Context: an optimization exercise on an open-source flow, tuned for small area, a short achievable clock period and few clock cycles per item. The choices shown serve that exercise and are no tape-out recipe. In this exercise RTL edits were held to simulation tests only and were not proved equivalent to the original.

### constraint.sdc
create_clock -name core_clock -period 11.0 [get_ports {clk}]
set_input_delay 2.2000 -clock core_clock [delete_from_list [all_inputs] [get_ports {clk}]]
set_output_delay 2.2000 -clock core_clock [all_outputs]
set_load 0.01 [all_outputs]
### design.v
package pe_pkg;
    localparam int INT_BITS   = 4;
    localparam int FRAC_BITS  = 16;
    localparam int DATA_W     = INT_BITS + FRAC_BITS;
    localparam int TILE_ROWS  = 4;
    localparam int TILE_COLS  = 4;
    localparam int TILE_ELEMS = TILE_ROWS * TILE_COLS;
    localparam int ELEM_IDX_W = $clog2(TILE_ELEMS);
    localparam int FIFO_DEPTH = 16;
    localparam int FIFO_PTR_W = $clog2(FIFO_DEPTH);
    localparam int FIFO_CNT_W = $clog2(FIFO_DEPTH + 1);
    localparam int ACC_W      = 48;  
    localparam int TILE_W     = TILE_ELEMS * DATA_W;
    localparam int PAIR_W     = 2 * DATA_W + 1;
endpackage
`timescale 1ns/100ps
module tile_transposer (
    input  logic                      clk,
    input  logic                      i_reset,
    input  logic                      i_load,
    input  logic                      i_mode,
    input  logic [pe_pkg::TILE_W-1:0] i_in,
    input  logic                      i_taken,
    output logic                      o_ready,
    output logic                      o_valid,
    output logic [pe_pkg::TILE_W-1:0] o_tile
);
    localparam int DATA_W    = pe_pkg::DATA_W;
    localparam int TILE_ROWS = pe_pkg::TILE_ROWS;
    localparam int TILE_COLS = pe_pkg::TILE_COLS;
    localparam int TILE_W    = pe_pkg::TILE_W;
    localparam logic EMPTY = 1'b0;
    localparam logic FULL  = 1'b1;
    logic              state;
    logic [TILE_W-1:0] tile_q;
    logic [TILE_W-1:0] tile_t_in;  
    always_comb begin
        for (int r = 0; r < TILE_ROWS; r++) begin
            for (int c = 0; c < TILE_COLS; c++) begin
                tile_t_in[(r*TILE_COLS + c)*DATA_W +: DATA_W] = i_in[(c*TILE_ROWS + r)*DATA_W +: DATA_W];
            end
        end
    end
    always_ff @(posedge clk) begin
        if (i_reset) begin
            state <= EMPTY;
        end else if (state == EMPTY && i_load) begin
            state <= FULL;
        end else if (state == FULL && i_taken) begin
            state <= EMPTY;
        end
    end
    always_ff @(posedge clk) begin
        if (i_load) begin
            tile_q <= i_mode ? i_in : tile_t_in;  
        end
    end
    assign o_ready = (state == EMPTY);
    assign o_valid = (state == FULL);
    assign o_tile  = tile_q;
endmodule
`timescale 1ns/100ps
module sparsity_packer (
    input  logic                          clk,
    input  logic                          i_reset,
    input  logic                          i_valid,
    input  logic [pe_pkg::TILE_W-1:0]     i_tile,
    input  logic [pe_pkg::TILE_W-1:0]     i_w,
    input  logic [pe_pkg::TILE_ELEMS-1:0] i_in_mask,
    input  logic [pe_pkg::TILE_ELEMS-1:0] i_w_mask,
    input  logic                          i_full,
    output logic                          o_taken,
    output logic                          o_push,
    output logic [pe_pkg::PAIR_W-1:0]     o_pair
);
    localparam int DATA_W     = pe_pkg::DATA_W;
    localparam int TILE_ELEMS = pe_pkg::TILE_ELEMS;
    localparam int ELEM_IDX_W = pe_pkg::ELEM_IDX_W;
    localparam int TILE_W     = pe_pkg::TILE_W;
    localparam logic IDLE = 1'b0;
    localparam logic SEND = 1'b1;
    logic                  state;
    logic [TILE_W-1:0]     act_q;
    logic [TILE_W-1:0]     wgt_q;
    logic [TILE_ELEMS-1:0] remaining;  
    logic [TILE_ELEMS-1:0] rest;
    logic [ELEM_IDX_W-1:0] sel_idx;
    logic [DATA_W-1:0]     pair_act;
    logic [DATA_W-1:0]     pair_wgt;
    logic                  pair_last;
    always_comb begin
        sel_idx = '0;
        for (int k = TILE_ELEMS - 1; k >= 0; k--) begin
            if (remaining[k]) begin
                sel_idx = k[ELEM_IDX_W-1:0];
            end
        end
    end
    assign rest    = remaining & (remaining - 1'b1);  
    assign o_taken = (state == IDLE) && i_valid;
    assign o_push  = (state == SEND) && !i_full;
    always_comb begin
        pair_act = '0;
        pair_wgt = '0;
        if (remaining != '0) begin
            pair_act = act_q[sel_idx*DATA_W +: DATA_W];
            pair_wgt = wgt_q[sel_idx*DATA_W +: DATA_W];
        end
        pair_last = (rest == '0);
    end
    assign o_pair = {pair_act, pair_wgt, pair_last};
    always_ff @(posedge clk) begin
        if (i_reset) begin
            state     <= IDLE;
            remaining <= '0;
        end else begin
            case (state)
                IDLE: begin
                    if (o_taken) begin
                        state     <= SEND;
                        remaining <= i_in_mask & i_w_mask;
                    end
                end
                SEND: begin
                    if (o_push) begin
                        remaining <= rest;
                        if (pair_last) begin
                            state <= IDLE;
                        end
                    end
                end
                default: state <= IDLE;
            endcase
        end
    end
    always_ff @(posedge clk) begin
        if (o_taken) begin
            act_q <= i_tile;
            wgt_q <= i_w;
        end
    end
endmodule
`timescale 1ns/100ps
module pair_fifo (
    input  logic                      clk,
    input  logic                      i_reset,
    input  logic                      i_push,
    input  logic [pe_pkg::PAIR_W-1:0] i_pair,
    input  logic                      i_pop,
    output logic [pe_pkg::PAIR_W-1:0] o_pair,
    output logic                      o_empty,
    output logic                      o_full
);
    localparam int FIFO_DEPTH = pe_pkg::FIFO_DEPTH;
    localparam int FIFO_PTR_W = pe_pkg::FIFO_PTR_W;
    localparam int FIFO_CNT_W = pe_pkg::FIFO_CNT_W;
    localparam int PAIR_W     = pe_pkg::PAIR_W;
    logic [PAIR_W-1:0]     mem [0:FIFO_DEPTH-1];
    logic [FIFO_PTR_W-1:0] wr_ptr;
    logic [FIFO_PTR_W-1:0] rd_ptr;
    logic [FIFO_CNT_W-1:0] count;
    logic                  do_push;
    logic                  do_pop;
    assign o_empty = (count == '0);
    assign o_full  = (count == FIFO_DEPTH[FIFO_CNT_W-1:0]);
    assign do_push = i_push && !o_full;
    assign do_pop  = i_pop && !o_empty;
    assign o_pair = mem[rd_ptr];  
    always_ff @(posedge clk) begin
        if (do_push) begin
            mem[wr_ptr] <= i_pair;
        end
    end
    always_ff @(posedge clk) begin
        if (i_reset) begin
            wr_ptr <= '0;
            rd_ptr <= '0;
            count  <= '0;
        end else begin
            if (do_push) begin
                wr_ptr <= wr_ptr + 1'b1;  
            end
            if (do_pop) begin
                rd_ptr <= rd_ptr + 1'b1;
            end
            case ({do_push, do_pop})
                2'b10:   count <= count + 1'b1;
                2'b01:   count <= count - 1'b1;
                default: count <= count;
            endcase
        end
    end
endmodule
`timescale 1ns/100ps
module mac_accumulator (
    input  logic                      clk,
    input  logic                      i_reset,
    input  logic                      i_empty,
    input  logic [pe_pkg::PAIR_W-1:0] i_pair,
    output logic                      o_pop,
    output logic                      o_result_valid,
    output logic [pe_pkg::DATA_W-1:0] o_result
);
    localparam int DATA_W    = pe_pkg::DATA_W;
    localparam int FRAC_BITS = pe_pkg::FRAC_BITS;
    localparam int ACC_W     = pe_pkg::ACC_W;
    logic signed [DATA_W-1:0] pair_act;
    logic signed [DATA_W-1:0] pair_wgt;
    logic                     pair_last;
    logic signed [ACC_W-1:0]  acc;
    logic signed [ACC_W-1:0]  product;
    logic signed [ACC_W-1:0]  sum;
    logic signed [ACC_W-1:0]  scaled;
    assign pair_act  = i_pair[2*DATA_W:DATA_W+1];
    assign pair_wgt  = i_pair[DATA_W:1];
    assign pair_last = i_pair[0];
    assign o_pop = !i_empty;  
    always_comb begin
        product = pair_act * pair_wgt;  
        sum     = acc + product;
        scaled  = sum >>> FRAC_BITS;
    end
    always_ff @(posedge clk) begin
        if (i_reset) begin
            acc            <= '0;
            o_result_valid <= 1'b0;
        end else begin
            o_result_valid <= 1'b0;
            if (o_pop) begin
                if (pair_last) begin
                    acc            <= '0;
                    o_result_valid <= 1'b1;
                end else begin
                    acc <= sum;
                end
            end
        end
    end
    always_ff @(posedge clk) begin
        if (o_pop && pair_last) begin
            o_result <= scaled[DATA_W-1:0];
        end
    end
endmodule
`timescale 1ns/100ps
module pe (
    input  logic                          clk,
    input  logic                          i_reset,
    input  logic                          i_input_ready,
    input  logic                          i_mode,
    input  logic [pe_pkg::TILE_W-1:0]     i_in,
    input  logic [pe_pkg::TILE_W-1:0]     i_w,
    input  logic [pe_pkg::TILE_ELEMS-1:0] i_in_mask,
    input  logic [pe_pkg::TILE_ELEMS-1:0] i_w_mask,
    output logic                          o_ready,
    output logic                          o_result_valid,
    output logic [pe_pkg::DATA_W-1:0]     o_result
);
    localparam int TILE_ELEMS = pe_pkg::TILE_ELEMS;
    localparam int TILE_W     = pe_pkg::TILE_W;
    localparam int PAIR_W     = pe_pkg::PAIR_W;
    logic                  accept;
    logic                  tile_valid;
    logic                  tile_taken;
    logic [TILE_W-1:0]     tile;
    logic [TILE_W-1:0]     w_q;
    logic [TILE_ELEMS-1:0] in_mask_q;
    logic [TILE_ELEMS-1:0] w_mask_q;
    logic                  push;
    logic [PAIR_W-1:0]     push_pair;
    logic                  pop;
    logic [PAIR_W-1:0]     pop_pair;
    logic                  fifo_empty;
    logic                  fifo_full;
    assign accept = i_input_ready && o_ready;  
    always_ff @(posedge clk) begin
        if (accept) begin
            w_q       <= i_w;
            in_mask_q <= i_in_mask;
            w_mask_q  <= i_w_mask;
        end
    end
    tile_transposer u_tile_transposer (
        .clk(clk), .i_reset(i_reset), .i_load(accept), .i_mode(i_mode), .i_in(i_in),
        .i_taken(tile_taken), .o_ready(o_ready), .o_valid(tile_valid), .o_tile(tile)
    );
    sparsity_packer u_sparsity_packer (
        .clk(clk), .i_reset(i_reset), .i_valid(tile_valid), .i_tile(tile), .i_w(w_q),
        .i_in_mask(in_mask_q), .i_w_mask(w_mask_q), .i_full(fifo_full),
        .o_taken(tile_taken), .o_push(push), .o_pair(push_pair)
    );
    pair_fifo u_pair_fifo (
        .clk(clk), .i_reset(i_reset), .i_push(push), .i_pair(push_pair), .i_pop(pop),
        .o_pair(pop_pair), .o_empty(fifo_empty), .o_full(fifo_full)
    );
    mac_accumulator u_mac_accumulator (
        .clk(clk), .i_reset(i_reset), .i_empty(fifo_empty), .i_pair(pop_pair),
        .o_pop(pop), .o_result_valid(o_result_valid), .o_result(o_result)
    );
endmodule
### config.mk
export PLATFORM = sky130hd
export DESIGN_NAME = pe
export DESIGN_NICKNAME = pe
export VERILOG_FILES = /design/flow/design.v
export SDC_FILE = /design/flow/constraint.sdc
export NUM_CORES = 4
export LEC_CHECK = 0
export CAP_MARGIN = 20
export CORE_MARGIN = 2
export CORE_UTILIZATION = 40
export SLEW_MARGIN = 20
### run.sh
#!/bin/bash
# synth_recipe.tcl (not shown) runs the flow's synth.tcl, then flattens the netlist and writes it again
# the make line also repeats each setting of config.mk as NAME=value (left out here)
make -C /OpenROAD-flow-scripts/flow DESIGN_CONFIG=/design/flow/config.mk WORK_HOME=/design/flow/orfs CLKGATE_MAP_FILE= SYNTH_SCRIPT=/design/flow/synth_recipe.tcl finish
==> run summary <==
logic make-up (layout without fill, tap and decap cells):
logic type | Yosys count | after routing | synth area share, %
adder cells (fa/ha/maj) | 535 | 535 | 10.6
buffers and inverters | 703 | 1703 | 3.02
AND/OR/NAND/NOR | 750 | 750 | 3.42
multiplexers | 625 | 626 | 12.0
flip-flops | 2060 | 2060 | 67.4
XOR/XNOR | 86 | 86 | 0.838
AO/OA/AOI/OAI | 372 | 372 | 2.76
other | 0 | 21 | 0
cell usage after synthesis (all sizes together), types with 17 or more instances:
cell type  instances  share of area (%)
buf               79               0.44
nor3              22               0.12
nor2             313                1.3
mux2i             20               0.22
nand2            307                1.3
nand3             17              0.094
mux2             260                3.2
and2              17               0.12
a21oi             84               0.46
nand2b            30               0.21
xor2              20               0.19
dfxtp             72                1.6
edfxtp          1988                 66
o21a              23               0.19
a21o              29               0.24
ha               149                2.1
xnor2             66               0.65
fa               385                8.5
inv              494                2.0
o21ai             55               0.31
clkbuf           128               0.53
a22oi            105               0.87
mux4             345                8.6
worst max-delay path, delay by kind of cell, from the launching register on:
| family | cells | cell delay [ps] |
|---|---|---|
| XOR/XNOR | 2 | 280 |
| flip-flops | 1 | 420 |
| multiplexers | 2 | 1170 |
| AO/OA/AOI/OAI | 13 | 3060 |
| adder cells (fa/ha/maj) | 9 | 4170 |
| buffers and inverters | 5 | 540 |
| AND/OR/NAND/NOR | 6 | 630 |
through the flow:
step	std cells	utilization, %	area [sq um]	TNS (ps)
global route	9134	48.4	109000	-72.2
detailed placement	8731	45.3	102000	0
global placement	8731	45.3	102000	0
floorplan	5131	-	90700	-1125600
finish	9145	48.4	109000	0
CTS	9109	48.3	109000	0
path summary, 6_finish.rpt:
path | cells past startpoint | endpoint
worst min-delay path | 0 | u_sparsity_packer.wgt_q[261]
worst min register to register | 0 | u_sparsity_packer.wgt_q[261]
worst max register to register | 37 | u_mac_accumulator.acc[35]
worst max-delay path | 37 | u_mac_accumulator.acc[35]
sequential cells by signal, summed over array words and instances (netlist names), named ones only:
| name | flops |
|---|---|
| in_mask_q | 16 |
| u_mac_accumulator.acc | 36 |
| u_mac_accumulator.o_result | 20 |
| u_mac_accumulator.o_result_valid | 1 |
| u_pair_fifo.count | 5 |
| u_pair_fifo.mem | 656 |
| u_pair_fifo.rd_ptr | 4 |
| u_pair_fifo.wr_ptr | 4 |
| u_sparsity_packer.act_q | 320 |
| u_sparsity_packer.remaining | 16 |
| u_sparsity_packer.state | 1 |
| u_sparsity_packer.wgt_q | 320 |
| u_tile_transposer.state | 1 |
| u_tile_transposer.tile_q | 320 |
| w_mask_q | 16 |
| w_q | 320 |
what timing repair did:
action,CTS,global route
resized for setup,0,28
hold buffers,0,0
endpoints found under the setup margin,0,8
buffers inserted,0,11
cell type report:
| class | count | area share [%] |
|---|---|---|
| repair buffers | 829 | 7.59 |
| well taps | 2992 | 3.43 |
| inverters | 496 | 1.71 |
| diodes | 21 | 0.0482 |
| flip-flops and latches | 2060 | 56.1 |
| clock inverters | 120 | 1.31 |
| clock buffers | 258 | 4.87 |
| multi-input cells | 2369 | 24.9 |
layer usage:
metal	vias up	global-route usage (%)
met4	44	4.60
li1	20800	-
met5	-	0
met3	381	3.90
met2	1701	32.5
met1	24500	26.7
==> impl_metrics.csv <==
group,metric,value,unit
run_status,status,"no timing/DRC/antenna violations",
clock_tree,cts-htree-levels,4,
route,met3_length,15800,microns
synthesis,synth_cell_types,69,
layout,most-common-layout-cells,"edfxtp_1 (1988), clkdlybuf4s50_1 (695), inv_1 (492), fa_1 (385), mux4_2 (345)",
route,drt-pass1-iter-count,7,
route,ant_nets,0,
layout,drive_gt1_share,17.6,%
critical_path,slowest_delay,640,ps
synthesis,synth_area,0.0907,sq mm
grt,gr-total-overflow,0,
grt,grt_pass1_wl,328000,microns
critical_path,worst_ep_required_time,11660,ps
synthesis,synth-seq-cells,2060,
route,viasPerCell,5.19,
floorplanning,core_area,0.225,sq mm
route,wl_met1,95400,microns
grt,antenna_found_initial,81,
critical_path,slowest_stage,"mux4_2",
place,pre_cts_ws,160,ps
clock_tree,cts_made_buffers,204,
synthesis,ys.flop_type,"edfxtp_1",
critical_path,crit_path_max_fanout,14,
place,io_buffer_count,697,
route,wl_met2,112000,microns
timing,clock.fmax,0.0955,GHz
layout,register_area,0.0612,sq mm
critical_path,r2r_slack,520,ps
timing,min_period,10480,ps
synthesis,seq_area_frac_synth,67.4,%
clock_tree,numClockSinks,2060,
hold_path,min_path_type,"reg -> reg",
synthesis,netlist_instances,5131,
layout,area_delta_synth_final,20.1,%
critical_path,cp.arrival,11140,ps
critical_path,crit_path_end_kind,"flip-flop",
floorplanning,die_w,480,microns
grt,grt_pass1_vias,48700,
route,vias,47500,
critical_path,critPathLaunchType,"flip-flop",
synthesis,synth.net_count,6341,
place,place.detailed.hpwl,159000,microns
route,first_iter_violations,4425,
synthesis,ys_warn_count,5,
synthesis,syn_area_per_cell,17.7,sq um
run,max-cap-violations,0,
layout,final_nets,7170,
timing,maxSlewViolCount,0,
clock_tree,clk-insertion-delay-late,870,ps
timing,finalHoldViolCount,0,
synthesis,async_reset_ff_share,0,%
floorplanning,start_util,40.3,%
timing,max_slew_margin,30.5,%
layout,layout_commonest_cell,"edfxtp_1",
critical_path,critPathKind,"reg -> reg",
route,highest_layer,"met5",
clock_tree,path_clk_slew,60,ps
timing,postLayoutSetupSlackWorst,525,ps
grt,grt_max_degree,184,
clock_tree,tritoncts,"built",
timing,setup_viol,0,
hold_path,hold_start,"w_q[261]",
clock_tree,clockBufferDepth,3,
place,routabilityCongestion,0.871,
timing,max_slew.worst_pin.slew,1040,ps
synthesis,synth-edff-count,1988,
grt,track_usage,19.6,%
route,drt_wl_total,229000,microns
critical_path,cpMostUsedCell,"fa_1",
timing,whs,367,ps
layout,multiInputGateArea,0.0272,sq mm
floorplanning,row_count,174,
timing,fin_crit_sh,95.2,%
floorplanning,fp.dieH,480,microns
clock_tree,clock-root-buffer,"clkbuf_16",
route,drc,0,
timing,finClkSkew,98.5,ps
floorplanning,die_area,0.231,sq mm
floorplanning,io_pins,698,
layout,fill_cells,19000,
route,wl_per_cell,25.0,microns
Testbench counts, summed over its fixed seeds: cycles 29,480, items 4,000.

-- static timing again, ports no longer ideal --
The results above use ideal ports. As a check the final layout listed here was re-extracted and re-timed, cells and wires unchanged.
Step 1, drivers: a clkbuf_16 drives clk and a buf_2 each remaining input, both assumed.
Step 2 adds t to the input delays and takes it off the output delays; t is the mean of the earliest and latest rising clock arrival at the registers after step 1. Input paths then give back, and output paths get back, about the clock's delay inside the block.
Slacks: ideal ports / drivers / drivers and shift; pairs: ideal ports / drivers.
t, ns: 0.927
setup WS [ns]: 0.525 / 0.525 / 0.525
hold slack, ns: 0.367 / 0.367 / 0.367
After both steps this run still meets setup and hold. The setup slack of this run moves by 0.000 ns with the drivers and by 0.000 ns with both steps.
